Context: an optimization exercise on an open-source flow, tuned for a short achievable clock period and few clock cycles. The choices shown serve that exercise and are no tape-out recipe. Function was checked by simulation only, so behaviour that the tests miss may differ from the original. Power figures rest on the tool's default switching activity, not on a simulated workload.

### design/flow/config.mk
export PLATFORM = sky130hd
export DESIGN_NAME = cpuTop
export DESIGN_NICKNAME = cpuTop
export VERILOG_FILES = /design/flow/design.v
export SDC_FILE = /design/flow/constraint.sdc
export NUM_CORES = 4
export LEC_CHECK = 0
export CAP_MARGIN = 20
export CORE_MARGIN = 2
export CORE_UTILIZATION = 40
export CTS_CLUSTER_DIAMETER = 100
export CTS_CLUSTER_SIZE = 20
export PLACE_DENSITY = 0.6
export SETUP_SLACK_MARGIN = 3.6
export SLEW_MARGIN = 20
export TNS_END_PERCENT = 30
### design/flow/constraint.sdc
create_clock -name core_clock -period 7.0 [get_ports {CLK}]
set_input_delay 1.4000 -clock core_clock [delete_from_list [all_inputs] [get_ports {CLK}]]
set_output_delay 1.4000 -clock core_clock [all_outputs]
set_load 0.01 [all_outputs]
### design/flow/design.v
`timescale 1ns/1ps
package cpuPkg;
    typedef logic [7:0]  data_t;
    typedef logic [7:0]  addr_t;
    typedef logic [15:0] instr_t;
    typedef logic [1:0]  regIdx_t;
    typedef logic [3:0]  flags_t;
    localparam int FLAG_Z = 3;
    localparam int FLAG_C = 2;
    localparam int FLAG_N = 1;
    localparam int FLAG_O = 0;
    localparam int MEM_DEPTH = 256;
    localparam int NUM_REGS  = 4;
    localparam int OPC_HI   = 15;
    localparam int OPC_LO   = 12;
    localparam int MODE_BIT = 10;   
    localparam int DST_HI   = 9;
    localparam int DST_LO   = 8;
    localparam int SRC1_HI  = 5;
    localparam int SRC1_LO  = 4;
    localparam int SRC2_HI  = 1;
    localparam int SRC2_LO  = 0;
    localparam int IMM_HI   = 7;
    localparam int IMM_LO   = 0;
    function automatic logic [15:0] predec(input addr_t a);
        for (int l = 0; l < 4; l++) begin
            for (int j = 0; j < 4; j++) begin
                predec[4*l + j] = (a[2*l +: 2] == j[1:0]);
            end
        end
    endfunction
    function automatic logic [13:0] predec7(input logic [6:0] x);
        for (int l = 0; l < 3; l++) begin
            for (int j = 0; j < 4; j++) begin
                predec7[4*l + j] = (x[2*l +: 2] == j[1:0]);
            end
        end
        predec7[12] = !x[6];
        predec7[13] = x[6];
    endfunction
    function automatic logic [6:0] swizzle7(input logic [6:0] x);
        swizzle7 = {x[4], x[6], x[5], x[3], x[1], x[2], x[0]};
    endfunction
    function automatic addr_t swizzleC(input addr_t a);
        swizzleC = {a[7], a[3], a[6], a[2], a[5], a[1], a[4], a[0]};
    endfunction
endpackage
`timescale 1ns/1ps
module regFile (
    input  logic  CLK,
    input  logic  rstN_i,
    input  logic  we_i,
    input  cpuPkg::regIdx_t wIdx_i,
    input  cpuPkg::data_t   wData_i,
    input  cpuPkg::regIdx_t aIdx_i,
    input  cpuPkg::regIdx_t bIdx_i,
    input  cpuPkg::regIdx_t dIdx_i,
    output cpuPkg::data_t   a_o,
    output cpuPkg::data_t   b_o,
    output cpuPkg::data_t   d_o
);
    cpuPkg::data_t regs [cpuPkg::NUM_REGS];
    always_ff @(posedge CLK) begin
        if (!rstN_i) begin
            for (int i = 0; i < cpuPkg::NUM_REGS; i++) begin
                regs[i] <= '0;
            end
        end else if (we_i) begin
            regs[wIdx_i] <= wData_i;
        end
    end
    assign a_o = regs[aIdx_i];
    assign b_o = regs[bIdx_i];
    assign d_o = regs[dIdx_i];
endmodule
`timescale 1ns/1ps
module alu (
    input  logic [3:0]     opc_i,
    input  cpuPkg::data_t  a_i,
    input  cpuPkg::data_t  b_i,
    input  cpuPkg::flags_t flags_i,
    output cpuPkg::data_t  result_o,
    output cpuPkg::flags_t flags_o
);
    logic [8:0] sum;
    logic [8:0] diff;
    cpuPkg::data_t res;
    assign sum  = {1'b0, a_i} + {1'b0, b_i};
    assign diff = {1'b0, a_i} - {1'b0, b_i};
    always_comb begin
        flags_o = flags_i;
        case (opc_i)
            4'h0: res = a_i & b_i;
            4'h1: res = a_i | b_i;
            4'h2: res = ~a_i;
            4'h3: begin
                res = sum[7:0];
                flags_o[cpuPkg::FLAG_C] = sum[8];
                flags_o[cpuPkg::FLAG_O] = (a_i[7] == b_i[7]) && (sum[7] != a_i[7]);
            end
            4'h4: begin
                res = diff[7:0];
                flags_o[cpuPkg::FLAG_C] = diff[8];
                flags_o[cpuPkg::FLAG_O] = (a_i[7] != b_i[7]) && (diff[7] != a_i[7]);
            end
            4'h5: begin
                res = a_i >> 1;
                flags_o[cpuPkg::FLAG_C] = a_i[0];
            end
            4'h6: begin
                res = a_i << 1;
                flags_o[cpuPkg::FLAG_C] = a_i[7];
            end
            default: res = a_i;
        endcase
        flags_o[cpuPkg::FLAG_Z] = (res == '0);
        flags_o[cpuPkg::FLAG_N] = res[7];
    end
    assign result_o = res;
endmodule
`timescale 1ns/1ps
module addrUnit (
    input  logic  CLK,
    input  logic  rstN_i,
    input  logic  taken_i,
    input  cpuPkg::addr_t target_i,
    output cpuPkg::addr_t pc_o,
    output cpuPkg::addr_t pc1_o,
    output logic [13:0]   sEA_o, sEAN_o, sEB_o, sEBN_o,    
    output logic [13:0]   sOA_o, sOAN_o, sOB_o, sOBN_o,    
    output logic          sPar_o                           
);
    cpuPkg::addr_t pcNext, pc1Next;
    always_comb begin
        if (!rstN_i) begin
            pcNext  = 8'd2;    
            pc1Next = 8'd3;
        end else if (taken_i) begin
            pcNext  = target_i + 8'd2;
            pc1Next = target_i + 8'd3;
        end else begin
            pcNext  = pc_o + 8'd2;
            pc1Next = pc1_o + 8'd2;
        end
    end
    always_ff @(posedge CLK) begin
        pc_o      <= pcNext;
        pc1_o     <= pc1Next;
        sEA_o  <= cpuPkg::predec7(pc1Next[7:1]);
        sEAN_o <= ~cpuPkg::predec7(pc1Next[7:1]);
        sEB_o  <= cpuPkg::predec7(cpuPkg::swizzle7(pc1Next[7:1]));
        sEBN_o <= ~cpuPkg::predec7(cpuPkg::swizzle7(pc1Next[7:1]));
        sOA_o  <= cpuPkg::predec7(pcNext[7:1]);
        sOAN_o <= ~cpuPkg::predec7(pcNext[7:1]);
        sOB_o  <= cpuPkg::predec7(cpuPkg::swizzle7(pcNext[7:1]));
        sOBN_o <= ~cpuPkg::predec7(cpuPkg::swizzle7(pcNext[7:1]));
        sPar_o <= pcNext[0];
    end
endmodule
`timescale 1ns/1ps
module dataMem (
    input  logic  CLK,
    input  logic  rstN_i,
    input  logic        stWe_i,       
    input  logic [15:0] stSel_i,      
    input  cpuPkg::data_t wData_i,
    input  logic  progWe_i,
    input  cpuPkg::addr_t progAddr_i,
    input  cpuPkg::data_t progData_i,
    input  logic [13:0] sEA_i, sEAN_i, sEB_i, sEBN_i,    
    input  logic [13:0] sOA_i, sOAN_i, sOB_i, sOBN_i,    
    input  logic        sPar_i,                          
    input  logic [13:0] tA_i, tAN_i, tB_i, tBN_i,        
    input  logic        tPar_i,                          
    output cpuPkg::data_t ra0_o,      
    output cpuPkg::data_t ra1_o,      
    output cpuPkg::data_t rb0_o,      
    output cpuPkg::data_t rb1_o,      
    output cpuPkg::data_t m0_o,       
    output cpuPkg::data_t m1_o        
);
    cpuPkg::data_t mem [cpuPkg::MEM_DEPTH];
    logic [3:0]    stGo;
    logic [255:0]  stHit;
    logic [15:0]   ldHi, ldLo;
    cpuPkg::data_t wrData;
    always_comb begin
        for (int j = 0; j < 4; j++) begin
            stGo[j] = rstN_i && stWe_i && stSel_i[12 + j];
        end
        for (int i = 0; i < 256; i++) begin
            stHit[i] = stSel_i[0 + {i[4], i[0]}] && stSel_i[4 + {i[5], i[1]}]
                    && stSel_i[8 + {i[6], i[2]}] && stGo[{i[7], i[3]}];
        end
        for (int j = 0; j < 16; j++) begin
            ldHi[j] = !rstN_i && progWe_i && (progAddr_i[7:4] == j[3:0]);
            ldLo[j] = (progAddr_i[3:0] == j[3:0]);
        end
    end
    assign wrData = rstN_i ? wData_i : progData_i;
    always_ff @(posedge CLK) begin
        for (int i = 0; i < 256; i++) begin
            if (stHit[i] || (ldHi[i / 16] && ldLo[i % 16])) begin
                mem[i] <= wrData;
            end
        end
    end
    logic [255:0] bankE [4];    
    logic [255:0] bankE1 [4];   
    logic [255:0] bankO [4];
    always_comb begin
        for (int q = 0; q < 4; q++) begin
            for (int k = 0; k < 128; k++) begin
                bankE[q][k*2 +: 2]  = mem[2*k][2*q +: 2];
                bankE1[q][k*2 +: 2] = mem[(2*k + 2) % 256][2*q +: 2];
                bankO[q][k*2 +: 2]  = mem[2*k + 1][2*q +: 2];
            end
        end
    end
    cpuPkg::data_t sE, sO, tE, tE1, tO;
    bankTree #(.SWZ(0)) uSE0 (.d_i(bankE[0]), .sel_i(sEA_i),   .q_o(sE[1:0]));
    bankTree #(.SWZ(0)) uSE1 (.d_i(bankE[1]), .sel_i(~sEAN_i), .q_o(sE[3:2]));
    bankTree #(.SWZ(1)) uSE2 (.d_i(bankE[2]), .sel_i(sEB_i),   .q_o(sE[5:4]));
    bankTree #(.SWZ(1)) uSE3 (.d_i(bankE[3]), .sel_i(~sEBN_i), .q_o(sE[7:6]));
    bankTree #(.SWZ(0)) uSO0 (.d_i(bankO[0]), .sel_i(sOA_i),   .q_o(sO[1:0]));
    bankTree #(.SWZ(0)) uSO1 (.d_i(bankO[1]), .sel_i(~sOAN_i), .q_o(sO[3:2]));
    bankTree #(.SWZ(1)) uSO2 (.d_i(bankO[2]), .sel_i(sOB_i),   .q_o(sO[5:4]));
    bankTree #(.SWZ(1)) uSO3 (.d_i(bankO[3]), .sel_i(~sOBN_i), .q_o(sO[7:6]));
    bankTree #(.SWZ(0)) uTE0 (.d_i(bankE[0]), .sel_i(tA_i),   .q_o(tE[1:0]));
    bankTree #(.SWZ(0)) uTE1 (.d_i(bankE[1]), .sel_i(~tAN_i), .q_o(tE[3:2]));
    bankTree #(.SWZ(1)) uTE2 (.d_i(bankE[2]), .sel_i(tB_i),   .q_o(tE[5:4]));
    bankTree #(.SWZ(1)) uTE3 (.d_i(bankE[3]), .sel_i(~tBN_i), .q_o(tE[7:6]));
    bankTree #(.SWZ(0)) uTF0 (.d_i(bankE1[0]), .sel_i(tA_i),   .q_o(tE1[1:0]));
    bankTree #(.SWZ(0)) uTF1 (.d_i(bankE1[1]), .sel_i(~tAN_i), .q_o(tE1[3:2]));
    bankTree #(.SWZ(1)) uTF2 (.d_i(bankE1[2]), .sel_i(tB_i),   .q_o(tE1[5:4]));
    bankTree #(.SWZ(1)) uTF3 (.d_i(bankE1[3]), .sel_i(~tBN_i), .q_o(tE1[7:6]));
    bankTree #(.SWZ(0)) uTO0 (.d_i(bankO[0]), .sel_i(tA_i),   .q_o(tO[1:0]));
    bankTree #(.SWZ(0)) uTO1 (.d_i(bankO[1]), .sel_i(~tAN_i), .q_o(tO[3:2]));
    bankTree #(.SWZ(1)) uTO2 (.d_i(bankO[2]), .sel_i(tB_i),   .q_o(tO[5:4]));
    bankTree #(.SWZ(1)) uTO3 (.d_i(bankO[3]), .sel_i(~tBN_i), .q_o(tO[7:6]));
    assign ra0_o = sPar_i ? sO : sE;
    assign ra1_o = sPar_i ? sE : sO;
    assign rb0_o = tPar_i ? tO : tE;
    assign rb1_o = tPar_i ? tE1 : tO;
    assign m0_o = (progWe_i && progAddr_i == 8'd0) ? progData_i : mem[0];
    assign m1_o = (progWe_i && progAddr_i == 8'd1) ? progData_i : mem[1];
endmodule
module bankTree #(
    parameter bit SWZ = 1'b0
) (
    input  logic [255:0] d_i,
    input  logic [13:0]  sel_i,
    output logic [1:0]   q_o
);
    logic [255:0] lvl [4];
    genvar k, n;
    generate
        for (n = 0; n < 128; n++) begin : gLeaf
            localparam int X = SWZ ? ((((n >> 5) & 1) << 6) | (((n >> 4) & 1) << 5)
                                   | (((n >> 6) & 1) << 4) | (((n >> 3) & 1) << 3)
                                   | (((n >> 1) & 1) << 2) | (((n >> 2) & 1) << 1)
                                   | (n & 1))
                                : n;
            assign lvl[0][n*2 +: 2] = d_i[X*2 +: 2];
        end
        for (k = 0; k < 3; k++) begin : gLvl
            for (n = 0; n < (32 >> (2*k)); n++) begin : gNode
                assign lvl[k+1][n*2 +: 2] =
                      ({2{sel_i[4*k+0]}} & lvl[k][(4*n+0)*2 +: 2])
                    | ({2{sel_i[4*k+1]}} & lvl[k][(4*n+1)*2 +: 2])
                    | ({2{sel_i[4*k+2]}} & lvl[k][(4*n+2)*2 +: 2])
                    | ({2{sel_i[4*k+3]}} & lvl[k][(4*n+3)*2 +: 2]);
            end
            assign lvl[k+1][255 : (32 >> (2*k))*2] = '0;
        end
    endgenerate
    assign q_o = ({2{sel_i[12]}} & lvl[3][1:0]) | ({2{sel_i[13]}} & lvl[3][3:2]);
endmodule
`timescale 1ns/1ps
module ctrlUnit (
    input  logic   CLK,
    input  logic   rstN_i,
    input  cpuPkg::instr_t rstInstr_i,   
    input  cpuPkg::instr_t seqInstr_i,   
    input  cpuPkg::instr_t tgtInstr_i,   
    input  cpuPkg::addr_t  pc_i,
    input  cpuPkg::addr_t  pc1_i,        
    input  cpuPkg::data_t  stData_i,
    input  logic           z_i,          
    output cpuPkg::instr_t ir_o,
    output cpuPkg::instr_t irNext_o,
    output cpuPkg::instr_t runNext_o,    
    output logic [13:0]    tA_o,         
    output logic [13:0]    tAN_o,        
    output logic [13:0]    tB_o,
    output logic [13:0]    tBN_o,
    output logic [15:0]    immSelC_o,    
    output logic   taken_o,
    output logic   isSt_o
);
    logic [3:0] opc;
    logic [7:0] imm;
    logic       hitHi, hitLo;
    cpuPkg::instr_t runNext;
    cpuPkg::instr_t irNext;
    assign opc = ir_o[15:12];
    assign imm = ir_o[7:0];
    assign taken_o = (opc == 4'h9) || ((opc == 4'hA) && !z_i);
    assign isSt_o  = (opc == 4'hD);
    assign hitHi = isSt_o && (imm == pc_i);
    assign hitLo = isSt_o && (imm == pc1_i);
    always_comb begin
        if (taken_o) begin
            runNext = tgtInstr_i;
        end else begin
            runNext[15:8] = hitHi ? stData_i : seqInstr_i[15:8];
            runNext[7:0]  = hitLo ? stData_i : seqInstr_i[7:0];
        end
    end
    assign irNext   = rstN_i ? runNext : rstInstr_i;
    assign irNext_o  = irNext;
    assign runNext_o = runNext;
    always_ff @(posedge CLK) begin
        ir_o       <= irNext;
        tA_o       <= cpuPkg::predec7(irNext[7:1]);
        tAN_o      <= ~cpuPkg::predec7(irNext[7:1]);
        tB_o       <= cpuPkg::predec7(cpuPkg::swizzle7(irNext[7:1]));
        tBN_o      <= ~cpuPkg::predec7(cpuPkg::swizzle7(irNext[7:1]));
        immSelC_o  <= cpuPkg::predec(cpuPkg::swizzleC(irNext[7:0]));
    end
endmodule
`timescale 1ns/1ps
module cpuTop (
    input  logic   CLK,
    input  logic   rstN_i,
    input  logic   progWe_i,
    input  cpuPkg::addr_t  progAddr_i,
    input  cpuPkg::data_t  progData_i,
    output logic   memWe_o,
    output cpuPkg::addr_t  memAddr_o,
    output cpuPkg::data_t  memWData_o,
    output cpuPkg::flags_t flags_o,
    output logic   instrDone_o
);
    cpuPkg::instr_t ir;
    cpuPkg::instr_t irNext;
    cpuPkg::instr_t runNext;
    logic [13:0]    tA, tAN, tB, tBN;
    logic [15:0]    immSelC;
    logic [3:0]     opc;
    cpuPkg::data_t  imm;
    cpuPkg::addr_t  pc, pc1;
    logic [13:0]    sEA, sEAN, sEB, sEBN, sOA, sOAN, sOB, sOBN;
    logic           sPar;
    logic           taken;
    logic           isSt;
    cpuPkg::data_t  seqHi, seqLo, tgtHi, tgtLo, m0, m1;
    cpuPkg::data_t  opA, opB, opD;
    cpuPkg::data_t  aluRes;
    cpuPkg::flags_t aluFlags;
    cpuPkg::flags_t flagReg;
    cpuPkg::flags_t outFlags;
    logic           outDone;
    logic           flagWe;
    logic           rfWe;
    cpuPkg::data_t  rfWData;
    cpuPkg::data_t  outData;
    cpuPkg::addr_t  outAddr;
    logic           outWe;
    assign opc = ir[15:12];
    assign imm = ir[7:0];
    ctrlUnit uCtrl (
        .CLK        (CLK),
        .rstN_i     (rstN_i),
        .rstInstr_i ({m0, m1}),
        .seqInstr_i ({seqHi, seqLo}),
        .tgtInstr_i ({tgtHi, tgtLo}),
        .pc_i       (pc),
        .pc1_i      (pc1),
        .stData_i   (opD),
        .z_i        (flagReg[cpuPkg::FLAG_Z]),
        .ir_o       (ir),
        .irNext_o   (irNext),
        .runNext_o  (runNext),
        .tA_o       (tA),
        .tAN_o      (tAN),
        .tB_o       (tB),
        .tBN_o      (tBN),
        .immSelC_o  (immSelC),
        .taken_o    (taken),
        .isSt_o     (isSt)
    );
    addrUnit uAddr (
        .CLK      (CLK),
        .rstN_i   (rstN_i),
        .taken_i  (taken),
        .target_i (imm),
        .pc_o      (pc),
        .pc1_o     (pc1),
        .sEA_o      (sEA),
        .sEAN_o     (sEAN),
        .sEB_o      (sEB),
        .sEBN_o     (sEBN),
        .sOA_o      (sOA),
        .sOAN_o     (sOAN),
        .sOB_o      (sOB),
        .sOBN_o     (sOBN),
        .sPar_o     (sPar)
    );
    regFile uRegFile (
        .CLK     (CLK),
        .rstN_i  (rstN_i),
        .we_i    (rfWe),
        .wIdx_i  (ir[9:8]),
        .wData_i (rfWData),
        .aIdx_i  (ir[5:4]),
        .bIdx_i  (ir[1:0]),
        .dIdx_i  (ir[9:8]),
        .a_o     (opA),
        .b_o     (opB),
        .d_o     (opD)
    );
    alu uAlu (
        .opc_i    (opc),
        .a_i      (opA),
        .b_i      (opB),
        .flags_i  (flagReg),
        .result_o (aluRes),
        .flags_o  (aluFlags)
    );
    always_comb begin
        rfWe    = 1'b0;
        rfWData = aluRes;
        case (opc)
            4'h0, 4'h1, 4'h2, 4'h3, 4'h4, 4'h5, 4'h6, 4'hB: rfWe = 1'b1;
            4'h7: begin rfWe = 1'b1; rfWData = opD + 8'd1; end
            4'h8: begin rfWe = 1'b1; rfWData = opD - 8'd1; end
            4'hC: begin rfWe = 1'b1; rfWData = ir[cpuPkg::MODE_BIT] ? imm : tgtHi; end
            default: ;
        endcase
    end
    always_comb begin
        case (opc)
            4'h0, 4'h1, 4'h2, 4'h3, 4'h4, 4'h5, 4'h6, 4'hB: flagWe = 1'b1;
            default: flagWe = 1'b0;
        endcase
    end
    always_ff @(posedge CLK) begin
        if (!rstN_i) begin
            flagReg <= '0;
        end else if (flagWe) begin
            flagReg <= aluFlags;
        end
    end
    dataMem uMem (
        .CLK        (CLK),
        .rstN_i     (rstN_i),
        .stWe_i     (isSt),
        .stSel_i    (immSelC),
        .wData_i    (opD),
        .progWe_i   (progWe_i),
        .progAddr_i (progAddr_i),
        .progData_i (progData_i),
        .sEA_i      (sEA),
        .sEAN_i     (sEAN),
        .sEB_i      (sEB),
        .sEBN_i     (sEBN),
        .sOA_i      (sOA),
        .sOAN_i     (sOAN),
        .sOB_i      (sOB),
        .sOBN_i     (sOBN),
        .sPar_i     (sPar),
        .tA_i       (tA),
        .tAN_i      (tAN),
        .tB_i       (tB),
        .tBN_i      (tBN),
        .tPar_i     (imm[0]),
        .ra0_o      (seqHi),
        .ra1_o      (seqLo),
        .rb0_o      (tgtHi),
        .rb1_o      (tgtLo),
        .m0_o       (m0),
        .m1_o       (m1)
    );
    always_ff @(posedge CLK) begin
        outDone  <= rstN_i;
        outWe    <= rstN_i && isSt;
        outAddr  <= imm;
        outData  <= opD;
        outFlags <= rstN_i ? flagReg : 4'd0;
    end
    assign memWe_o     = outWe;
    assign memAddr_o   = outAddr;
    assign memWData_o  = outData;
    assign flags_o     = outFlags;
    assign instrDone_o = outDone;
endmodule
### design/flow/run.sh
#!/bin/bash
# synth_recipe.tcl (not shown) runs the flow's synth.tcl, then flattens the netlist and writes it again
# the make line also repeats each setting of config.mk as NAME=value (left out here)
make -C /OpenROAD-flow-scripts/flow DESIGN_CONFIG=/design/flow/config.mk WORK_HOME=/design/flow/orfs CLKGATE_MAP_FILE= SYNTH_SCRIPT=/design/flow/synth_recipe.tcl finish
==> impl_results.md, run 1 <==
- Number of flops mapped to enable cells by yosys: 2080
- RSZ-0062 raised after global routing: true
- Reg2reg end: uRegFile.regs[0][1]$_SDFFCE_PN0P_
- Slew HR: 0.135
- CTS tree: yes
- Static Leak: 42.8 nW
- Final worst path period share: 0.586
- Detailed Routing Iterations Pass 1: 17
- Worst Setup End Kind: flop
- Placed insts: 13400
- Slew Limit Fails: 0
- Register area share after synthesis: 0.569
- Grt ovf: 0
- Via count: between 100k and 150k
- Setup CP Type: reg2reg
- Core ar.: 0.293 mm²
- Final HPWL DP: between 300000 and 400000 µm
- Final setup fails: 0
- Status: complete, no violations
- TNS Setup: 0 ns
- Post-Route WL: around 630000 µm
- Maximum vdd drop: between 0.0003 and 0.0004 V
- Crit path capture: uRegFile.regs[0][1]$_SDFFCE_PN0P_
- R2r setup slk: 2.90 ns
- Largest net degree at the start of global routing: 158
- # rows: around 200
- Root Buffer Master: clkbuf_16
- CTS max path bufs: 4
- Vias in the first global route: 96200
- Worst Tran Pin Value: 1.29 ns
- Maxcap violations: 0
- Post-synth top flop: edfxtp_1
- Critical path fanouts, max: 7
- Skew final: just over 0.1 ns
- Worst setup SP type: flop
- Cell Pwr Density: 438 mW/mm²
- Global-route wire length before repair: 823000 µm
- Post-synthesis cell area: 0.118 mm²
- Post-synth ARST share: 0
- R2R depth: 12
- Die ar.: approximately 0.30 mm²
- Distinct cells, synth: 79
- Die H: approximately 550 µm
- Number of clock sinks: 2304
- Chip width: approximately 550 µm
- Initial Util: 0.401
- Tot GR Track Use: 0.398
- Antenna violations before repair: 93
- Layout net count: 10100
- Area Overhead vs Synth: 20.4%
- Io pins: 41
- Hold WC Path Type: reg2reg
- Filler-free cell count of the finished design: 14200
- Fmax: ~0.24 GHz
- Critical Path RT: about 7.7 ns
- Syn Area/Cell: 11.9 µm²
- CTS clk-pin slew, worst paths: 0.10 ns
- Seq cells post-synth: 2304
- Final total power: 62.1 mW
- H-tree depth: 4
- Worst-Skew Late Latency: 0.96 ns
- Crit path arrival time: 4.78 ns
- Share of cells above drive strength 1: 0.186
- Iteration-0 DRC Markers: 22600
- Yosys synthesis warning count: 18
- Drt wl/cell: between 40 and 50 µm
- Syn_nets: approximately 10000
- Crit path from: uCtrl.tA_o[2]$_DFF_P_
- Post-DRT Antenna Nets: 0
- Number of port buffers: 40
- Final Hold Vio Count: 0
- Total CTS buffers: between 100 and 150
- Worst reg2reg startpoint: uCtrl.tA_o[2]$_DFF_P_
- Vias per cell: 7.42
- # DRC: 0
- Gpl congestion: 1.07
- Syn Inst Count: just under 10000
- Final min period: 4.10 ns
==> logic make-up after synthesis <==
| logic type | Yosys count | synth area share |
|---|---|---|
| XOR/XNOR | 44 | 0.00327 |
| buffers and inverters | 972 | 0.0357 |
| adder cells (fa/ha/maj) | 36 | 0.00402 |
| AND/OR/NAND/NOR | 3128 | 0.159 |
| multiplexers | 63 | 0.00805 |
| AO/OA/AOI/OAI | 3363 | 0.222 |
| flip-flops | 2304 | 0.569 |
==> layout by cell type, fill, tap and decap left out, types with 34 or more instances in the layout <==
master	instances
nand2b_1	2560
edfxtp_1	2080
a22oi_1	1231
a41oi_1	621
buf_4	472
a21boi_0	456
nand2_1	181
clkbuf_16	171
buf_12	133
dfxtp_1	122
o41ai_4	121
diode_2	120
inv_1	118
o22ai_2	111
o41ai_2	99
a21boi_1	90
o41ai_1	84
o22ai_4	82
buf_6	80
nand3_1	77
nor2_1	75
dfxtp_4	74
buf_16	69
o22ai_1	67
clkbuf_1	65
a22oi_2	56
nand4_1	43
a21oi_1	38
a41oi_2	37
clkdlybuf4s50_1	36
xnor2_1	34
a22o_1	34
==> metrics by stage <==
stage	setup WS, ns	instance area [µm²]	hold WS (ns)	util
2_1_floorplan	3.33	118000	0.329	-
3_3_place_gp	1.74	124000	0.489	0.421
3_5_place_dp	1.69	124000	0.499	0.422
4_1_cts	3.27	139000	0.512	0.472
5_1_grt	3.14	142000	0.556	0.482
6_report	2.90	142000	0.513	0.483
==> where the power goes <==
part / switching, mW / total, mW / internal (mW)
clock: 5.07 / 9.20 / 4.13
sequential: 2.33 / 19.5 / 17.2
combinational: 22.0 / 33.4 / 11.4
==> how the worst min path moves through the flow <==
stage                                startpoint                     endpoint  depth (start not counted)
detailed placement  uAddr.pc1_o[0]$_SDFFE_PN1N_  uAddr.pc1_o[0]$_SDFFE_PN1N_                          2
CTS                 uAddr.pc1_o[0]$_SDFFE_PN1N_  uAddr.pc1_o[0]$_SDFFE_PN1N_                          2
global placement    uAddr.pc1_o[0]$_SDFFE_PN1N_  uAddr.pc1_o[0]$_SDFFE_PN1N_                          2
global route        uAddr.pc1_o[0]$_SDFFE_PN1N_  uAddr.pc1_o[0]$_SDFFE_PN1N_                          2
finish              uAddr.pc1_o[0]$_SDFFE_PN1N_  uAddr.pc1_o[0]$_SDFFE_PN1N_                          2
floorplan                 uCtrl.ir_o[1]$_DFF_P_           outAddr[1]$_DFF_P_                          0
==> flip-flops by register name, summed over array words and instances (netlist names), 4 cells and up <==
signal	count
uMem.mem	2048
uRegFile.regs	32
uCtrl.immSelC_o	16
uCtrl.ir_o	14
uAddr.sEAN_o	13
uAddr.sEA_o	13
uAddr.sEBN_o	13
uAddr.sEB_o	13
uAddr.sOAN_o	13
uAddr.sOA_o	13
uAddr.sOB_o	13
uCtrl.tA_o	13
uCtrl.tB_o	13
uAddr.sOBN_o	12
uCtrl.tAN_o	12
uCtrl.tBN_o	12
outAddr	8
outData	8
uAddr.pc_o	7
uAddr.pc1_o	6
flagReg	4
outFlags	4
==> cells in the mapped netlist (all sizes together) (18+ instances only) <==
cell type	n	area share
a21boi	576	0.037
a21oi	60	0.0027
a221oi	21	0.0018
a22o	34	0.0025
a22oi	1287	0.082
a41oi	681	0.051
and2	28	0.0015
buf	377	0.017
clkbuf	467	0.015
dfxtp	224	0.038
edfxtp	2080	0.53
ha	33	0.0035
inv	127	0.0040
mux2i	25	0.0021
mux4	24	0.0046
nand2	212	0.0069
nand2b	2573	0.14
nand3	95	0.0041
nand4	43	0.0023
nor2	91	0.0029
nor2b	18	0.00096
nor3	40	0.0017
o21ai	50	0.0021
o22ai	260	0.014
o41ai	304	0.023
xnor2	34	0.0025
==> cell type report <==
| cell class | count | area, µm² |
|---|---|---|
| Clock buffer | 219 | 4060 |
| Timing Repair Buffer | 849 | 10500 |
| Multi-Input combinational cell | 6638 | 54000 |
| Inverter | 128 | 498 |
| Antenna cell | 120 | 300 |
| Sequential cell | 2304 | 67300 |
| Fill cell | 25400 | 152000 |
| Clock inverter | 21 | 255 |
| Tap cell | 3919 | 4900 |
==> layer usage <==
metal / vias to the layer above / GRT usage / share of wire
met3: 3328 / 0.190 / 0.16
met2: 10800 / 0.554 / 0.40
li1: 39100 / - / -
met1: 52000 / 0.456 / 0.32
met4: 45 / 0.344 / 0.11
met5: - / 0.0128 / 0.0018
==> critical path, cell delays in order, from the launching register on <==
cell and delay [ns]:
dfxtp_4 0.37, buf_12 0.16, buf_12 0.17, buf_16 0.15, a22oi_2 0.20, a21boi_2 0.10
o41ai_4 0.64, nand4_1 0.76, a221oi_2 0.65, a21o_1 0.21, o211a_1 0.17, or3_4 0.16
nor2_1 0.05
==> what timing repair did <==
| action | 4_1_cts | 5_1_grt |
|---|---|---|
| gates cloned | 38 | 22 |
| endpoints found under the setup margin | 2542 | 2151 |
| resized for setup | 1054 | 333 |
| hold buffers | 0 | 0 |
| pin swaps | 165 | 134 |
| setup buffers | 263 | 78 |
Testbench counts, summed over its fixed seeds: cycles 49,679.
==> run 2: changes to the inputs <==
--- a/design/flow/config.mk
+++ b/design/flow/config.mk
@@ -11,4 +11,5 @@
 export CTS_CLUSTER_DIAMETER = 100
 export CTS_CLUSTER_SIZE = 20
+export MIN_ROUTING_LAYER = met2
 export PLACE_DENSITY = 0.6
 export SETUP_SLACK_MARGIN = 3.6
==> impl_results.md, run 2 <==
- Status: aborted with a tool error
- Fail Step: global routing
- Stop err: [ERROR GRT-0116] Global routing finished with congestion. Check the congestion regions in the DRC Viewer.
- Placed insts: 13500 (+0.70%)
- Number of clock sinks: 2304 (unchanged)
- Post-synth top flop: edfxtp_1
- Global-route wire length before repair: 989000 µm
- Register area share after synthesis: 0.569 (unchanged)
- Xor-xnor portion of the synthesized cell area: 0.00327 (unchanged)
- Multiplexer area fraction after synthesis: 0.00805 (unchanged)
- Combinational family with the most area after synthesis: compound AO/OA/AOI/OAI gates
- Synth Area in Simple Gates: 0.159 (unchanged)
- Syn Area/Cell: 11.9 µm² (unchanged)
- Post-synth ARST share: 0 (unchanged)
- Io pins: 41 (unchanged)
- Vias in the first global route: 149000
- Final HPWL DP: 428000 µm (+13%)
- Initial Util: 0.401 (unchanged)
- Placed inst area: 0.125 mm² (+0.96%)
- Post-Synth Adder-Cell Area: 0.00402 (unchanged)
- Post-synthesis cell area: 0.118 mm² (unchanged)
- Tot GR Track Use: 0.725
- Distinct cells, synth: 79 (unchanged)
- Die H: 547 µm (unchanged)
- Yosys top cell area share: 0.530 (unchanged)
- CTS max path bufs: 4 (unchanged)
- Number of flops mapped to enable cells by yosys: 2080 (unchanged)
- Top post-synthesis cells by area: edfxtp_1, nand2b_1, a22oi_1
- # rows: 199 (unchanged)
- Root Buffer Master: clkbuf_16
- Total CTS buffers: 145 (-2.0%)
- Seq cells post-synth: 2304 (unchanged)
- Yosys synthesis warning count: 18 (unchanged)
- Worst slack at placement: 1.82 ns (+0.126 ns)
- Chip width: 547 µm (unchanged)
- Syn_nets: 9965 (unchanged)
- Number of port buffers: 40 (unchanged)
- Post-synth top cells: nand2b_1, edfxtp_1, a22oi_1
- Post-synth top area cell: edfxtp_1
- Gpl congestion: 1.23 (+15%)
- Grt ovf: 3
- Compound-Gate Fraction of Synth Area: 0.222 (unchanged)
- H-tree depth: 4 (unchanged)
- Largest net degree at the start of global routing: 126
- Count leader, synth: nand2b_1
- Syn Inst Count: 9910 (unchanged)
[run 2: cell counts after synthesis]
Identical to the previous run, type by type.
[run 2: cell families after synthesis]
family | count (synthesis)
AOI/OAI and AO/OA | 3363
and+or+nand+nor | 3128
DFF | 2304
buffers and inverters | 972
muxes | 63
xor gates and xnor gates | 44
adders and majority gates | 36
[run 2: power by group through the flow]
stage	clock network, mW	registers (mW)	logic (mW)
after floorplan	0	17.6	13.7
after CTS	9.30	19.1	32.6
after global placement	0	20.8	23.5
after detailed placement	0	20.9	23.7
[run 2: repair_timing]
action                     in CTS
setup endpoints to repair    2215
hold buffers                    0
pin swaps                     215
buffers inserted              354
resized for setup            1096
cloned                         63
[run 2: worst max-delay path by stage]
| stage | endpoint | slack [ns] | cells past startpoint |
|---|---|---|---|
| 4_1_cts | uCtrl.tA_o[2]$_DFF_P_ | 3.30 | 13 |
| 3_3_place_gp | uRegFile.regs[3][6]$_DFFE_PP_ | 1.25 | 10 |
| 2_1_floorplan | uRegFile.regs[3][6]$_DFFE_PP_ | 3.33 | 14 |
| 3_5_place_dp | uMem.mem[183][2]$_DFFE_PP_ | 1.82 | 5 |
[run 2: per-layer routing]
layer / GRT overflow / GRT usage
met5: 0 / 0.572
met1: - / -
met4: 0 / 0.565
met2: 0 / 0.753
met3: 3 / 0.803

afterwards: timing with drivers on the ports:
How much do the figures lean on ideal ports? The routed layout below was timed once more, with nothing changed but the port constraints.
Step 1 assumes that a clkbuf_16 drives the clock port and a buf_2 every other input.
Step 2, shift: input delay + t, output delay - t, t = (earliest + latest rising clock arrival at the registers) / 2. This alone moves slack from input paths to output paths.
a / b / c = ideal / step 1 / step 2; a / b = the first two.
run: run 1
shift t [ns]: 1.018
slack for setup (ns): 2.897 / 2.897 / 2.373
latest minus earliest clock arrival (ns): 0.101 / 0.101
slew at the worst register clock pin (ns): 0.10 / 0.10
After both steps run 1 still meets setup and hold. The setup slack of run 1 moves by 0.000 ns with the drivers and by -0.524 ns with both steps.
